What follows belongs to an exercise in optimizing a design on an open flow for small area; a production flow would make more cautious choices. Function was checked by simulation only, so behaviour that the tests miss may differ from the original. Power and IR drop assume default switching activity.

==> flow/design.v <==
package c5_reg_bank_pkg;
  typedef enum logic {
    ST_CLEAR = 1'b0,
    ST_IDLE  = 1'b1
  } state_e;
  function automatic logic [31:0] idx_zero(input int unsigned aw);
    idx_zero = 32'd0;
  endfunction
  function automatic logic [31:0] idx_status(input int unsigned aw);
    idx_status = (32'd1 << aw) | 32'd12;
  endfunction
  function automatic logic [31:0] idx_epc(input int unsigned aw);
    idx_epc = (32'd1 << aw) | 32'd14;
  endfunction
  function automatic logic [31:0] idx_vec(input int unsigned aw);
    idx_vec = (32'd1 << (aw + 32'd1)) - 32'd1;
  endfunction
endpackage
module c5_reg_bank_bit (
  input  logic q_i,
  input  logic hold_i,
  input  logic w_i,
  input  logic wr_i,
  output logic d_o
);
  assign d_o = (q_i & hold_i) | (w_i & wr_i);
endmodule
module c5_reg_bank_aoi3 (
  input  logic [2:0] d_i,
  input  logic [2:0] s_i,
  output logic       y_no
);
  assign y_no = ~|(d_i & s_i);
endmodule
module c5_reg_bank_ao2 (
  input  logic [1:0] n_i,
  input  logic [1:0] d_i,
  input  logic [1:0] s_i,
  output logic       y_o
);
  assign y_o = ~&n_i | |(d_i & s_i);
endmodule
module c5_reg_bank_nand4 (
  input  logic [3:0] n_i,
  output logic       y_o
);
  assign y_o = ~&n_i;
endmodule
module c5_reg_bank_ram #(
  parameter int unsigned DEPTH = 32
) (
  input  logic [DEPTH-1:0] d_i,    
  input  logic [DEPTH-1:0] s_i,    
  output logic             y_o
);
  localparam int unsigned NG3 = DEPTH / 3;
  logic [NG3-1:0] n;
  logic           p;
  for (genvar g = 0; g < NG3; g++) begin : g_aoi3
    c5_reg_bank_aoi3 u_g (.d_i(d_i[3*g +: 3]), .s_i(s_i[3*g +: 3]), .y_no(n[g]));
  end
  c5_reg_bank_ao2 u_last (.n_i(n[NG3-1 -: 2]), .d_i(d_i[DEPTH-1 -: 2]), .s_i(s_i[DEPTH-1 -: 2]), .y_o(p));
  logic [1:0] q;
  c5_reg_bank_nand4 u_n0 (.n_i(n[3:0]), .y_o(q[0]));
  c5_reg_bank_nand4 u_n1 (.n_i(n[7:4]), .y_o(q[1]));
  assign y_o = |q | p;
endmodule
module c5_reg_bank_mp #(
  parameter int unsigned WIDTH  = 32,
  parameter int unsigned AW     = 5,
  parameter int unsigned NUM_RD = 2,
  parameter logic [31:0] IVEC   = 32'h0000_003C
) (
  input  logic                     I_clk,
  input  logic                     I_rst_n,
  input  logic                     I_pause,
  input  logic [NUM_RD*(AW+1)-1:0] I_rs_index,
  input  logic [AW:0]              I_rd_index,
  input  logic [WIDTH-1:0]         I_reg_dest_new,
  output logic [NUM_RD*WIDTH-1:0]  O_reg_out,
  output logic                     O_intr_enable,
  output logic                     O_busy
);
  localparam int unsigned IW    = AW + 1;
  localparam int unsigned DEPTH = 2 ** AW;
  localparam logic [IW-1:0] I_ZERO   = IW'(c5_reg_bank_pkg::idx_zero(AW));
  localparam logic [IW-1:0] I_STATUS = IW'(c5_reg_bank_pkg::idx_status(AW));
  localparam logic [IW-1:0] I_EPC    = IW'(c5_reg_bank_pkg::idx_epc(AW));
  localparam logic [IW-1:0] I_VEC    = IW'(c5_reg_bank_pkg::idx_vec(AW));
  logic [AW-1:0] cnt_q;
  logic          busy_q;
  logic          ie_q;
  always_ff @(posedge I_clk) begin
    if (!I_rst_n) begin
      cnt_q  <= '0;
      busy_q <= 1'b1;
      ie_q   <= 1'b0;
    end else begin
      cnt_q <= cnt_q + AW'(1);
      if (cnt_q == AW'(DEPTH - 1)) busy_q <= 1'b0;
      if (I_rd_index == I_EPC)         ie_q <= 1'b0;
      else if (I_rd_index == I_STATUS) ie_q <= I_reg_dest_new[0];
    end
  end
  logic             wr_en_c;
  logic [AW-1:0]    wr_slot_c;
  logic [DEPTH-1:0] hold_c;
  logic [DEPTH-1:0] wr_c;
  assign wr_en_c   = (I_rd_index != I_ZERO) && (I_rd_index != I_STATUS) &&
                     !I_pause && !busy_q;
  assign wr_slot_c = (I_rd_index == I_EPC) ? '0 : I_rd_index[AW-1:0];
  logic [DEPTH*WIDTH-1:0] mem_q;
  logic [DEPTH*WIDTH-1:0] mem_d;
  for (genvar r = 0; r < DEPTH; r++) begin : g_row
    assign wr_c[r]   = wr_en_c && (wr_slot_c == AW'(r));
    assign hold_c[r] = !busy_q && !wr_c[r];
    for (genvar b = 0; b < WIDTH; b++) begin : g_bit
      c5_reg_bank_bit u_bit (
        .q_i    (mem_q[r*WIDTH + b]),
        .hold_i (hold_c[r]),
        .w_i    (I_reg_dest_new[b]),
        .wr_i   (wr_c[r]),
        .d_o    (mem_d[r*WIDTH + b])
      );
    end
  end
  always_ff @(posedge I_clk) mem_q <= mem_d;
  logic [WIDTH-1:0] rdata_c [NUM_RD];
  for (genvar k = 0; k < NUM_RD; k++) begin : g_port
    logic [IW-1:0]    idx;
    logic [AW-1:0]    slot;
    logic             en;
    logic [DEPTH-1:0] sel;
    assign idx  = I_rs_index[k*IW +: IW];
    assign slot = (idx == I_EPC) ? '0 : idx[AW-1:0];
    assign en   = !busy_q && (idx != I_ZERO) &&
                  !((k == 0) && ((idx == I_STATUS) || (idx == I_VEC)));
    for (genvar r = 0; r < DEPTH; r++) begin : g_sel
      assign sel[r] = en && (slot == AW'(r));
    end
    for (genvar b = 0; b < WIDTH; b++) begin : g_bit
      logic [DEPTH-1:0] col;
      for (genvar r = 0; r < DEPTH; r++) begin : g_col
        assign col[r] = mem_q[r*WIDTH + b];
      end
      c5_reg_bank_ram #(.DEPTH(DEPTH)) u_rd (.d_i(col), .s_i(sel), .y_o(rdata_c[k][b]));
    end
  end
  logic [IW-1:0] idx0;
  logic          ok0;
  assign idx0 = I_rs_index[IW-1:0];
  assign ok0  = !busy_q;
  assign O_reg_out[WIDTH-1:0] =
      rdata_c[0]
    | ((ok0 && (idx0 == I_STATUS)) ? WIDTH'(ie_q) : '0)
    | ((ok0 && (idx0 == I_VEC))    ? WIDTH'(IVEC) : '0);
  assign O_reg_out[2*WIDTH-1:WIDTH] = rdata_c[1];
  assign O_intr_enable = ie_q;
  assign O_busy        = busy_q;
endmodule
export LEC_CHECK = 0
export CAP_MARGIN = 20
export CORE_MARGIN = 2
export CORE_UTILIZATION = 65
export SLEW_MARGIN = 20
export SYNTH_HIERARCHICAL = 1
create_clock -name core_clock -period 10.0 [get_ports {I_clk}]
standard.sh (not shown) runs the stock make flow with config.mk's settings and CLKGATE_MAP_FILE= SYNTH_SCRIPT=/design/flow/synth_recipe.tcl, a recipe that flattens the netlist after the stock synthesis.
==> flow/flow/run.sh <==
#!/bin/bash
# Standard ORFS layout with smaller port buffers and a clock tree without
# dummy balancing loads. Each step's full output is kept in a log of its own.
set -uo pipefail
cd "$(dirname "$0")/.."
bash standard.sh \
  "BUFFER_PORTS_ARGS=-buffer_cell sky130_fd_sc_hd__buf_1" \
  "CTS_ARGS=-sink_clustering_enable -repair_clock_nets -dont_use_dummy_load -sink_clustering_size 16 -sink_clustering_max_diameter 80 -buf_list {sky130_fd_sc_hd__clkbuf_8}" \
  finish > flow_standard.log 2>&1
rc=$?
cp -r orfs/logs flow_orfs_logs 2>/dev/null || true
exit $rc
The first run went through all stages and came out clean.
==> next run, changes <==
--- a/flow/design.v
+++ b/flow/design.v
@@ -14,19 +14,10 @@
   endfunction
   function automatic logic [31:0] idx_vec(input int unsigned aw);
     idx_vec = (32'd1 << (aw + 32'd1)) - 32'd1;
   endfunction
 endpackage
-module c5_reg_bank_bit (
-  input  logic q_i,
-  input  logic hold_i,
-  input  logic w_i,
-  input  logic wr_i,
-  output logic d_o
-);
-  assign d_o = (q_i & hold_i) | (w_i & wr_i);
-endmodule
 module c5_reg_bank_aoi3 (
   input  logic [2:0] d_i,
   input  logic [2:0] s_i,
   output logic       y_no
 );
@@ -102,31 +93,23 @@
       else if (I_rd_index == I_STATUS) ie_q <= I_reg_dest_new[0];
     end
   end
   logic             wr_en_c;
   logic [AW-1:0]    wr_slot_c;
-  logic [DEPTH-1:0] hold_c;
-  logic [DEPTH-1:0] wr_c;
+  logic [DEPTH-1:0] we_c;
+  logic [WIDTH-1:0] wdata_c;
   assign wr_en_c   = (I_rd_index != I_ZERO) && (I_rd_index != I_STATUS) &&
                      !I_pause && !busy_q;
   assign wr_slot_c = (I_rd_index == I_EPC) ? '0 : I_rd_index[AW-1:0];
+  assign wdata_c   = busy_q ? '0 : I_reg_dest_new;
   logic [DEPTH*WIDTH-1:0] mem_q;
-  logic [DEPTH*WIDTH-1:0] mem_d;
   for (genvar r = 0; r < DEPTH; r++) begin : g_row
-    assign wr_c[r]   = wr_en_c && (wr_slot_c == AW'(r));
-    assign hold_c[r] = !busy_q && !wr_c[r];
-    for (genvar b = 0; b < WIDTH; b++) begin : g_bit
-      c5_reg_bank_bit u_bit (
-        .q_i    (mem_q[r*WIDTH + b]),
-        .hold_i (hold_c[r]),
-        .w_i    (I_reg_dest_new[b]),
-        .wr_i   (wr_c[r]),
-        .d_o    (mem_d[r*WIDTH + b])
-      );
+    assign we_c[r] = busy_q || (wr_en_c && (wr_slot_c == AW'(r)));
+    always_ff @(posedge I_clk) begin
+      if (we_c[r]) mem_q[r*WIDTH +: WIDTH] <= wdata_c;
     end
   end
-  always_ff @(posedge I_clk) mem_q <= mem_d;
   logic [WIDTH-1:0] rdata_c [NUM_RD];
   for (genvar k = 0; k < NUM_RD; k++) begin : g_port
     logic [IW-1:0]    idx;
     logic [AW-1:0]    slot;
     logic             en;
What happened: Global-route usage drops by 10 points. Total power climbs by a few percent. First-iteration DRC count drops by a quarter to a third. Design area climbs slightly. Sequential power climbs by roughly a tenth. Routed wire length drops by about a fifth. Clock skew drops by 0.028 ns. Non-clock buffer count drops by 62. Utilization drops by 1.1 points. Synthesized cell count drops by a quarter to a third. Clock-buffer cell count stays the same.

[port drivers added, routing unchanged]
Ports are ideal in the flow. The routed layouts listed here were re-timed in OpenROAD.
Step 1, drivers: a clkbuf_16 drives I_clk and a buf_2 each remaining input, both assumed.
Step 2 times the ports against the registers' clock, not the clock port: input delays grow and output delays shrink by t, the midpoint of the rising clock arrivals with the driver on.
a / b / c = ideal / step 1 / step 2; a / b = the first two.
run | t, ns | setup slack, ns | worst setup path at the end
the first run | 0.801 | 2.644 / 2.564 / 2.564 | input to output
the second run | 0.770 | 2.602 / 2.576 / 2.576 | input to output
After both steps every run listed still meets setup and hold. For the first run, which loses most, drivers alone change the setup slack by -0.080 ns; drivers and shift together by -0.080 ns.
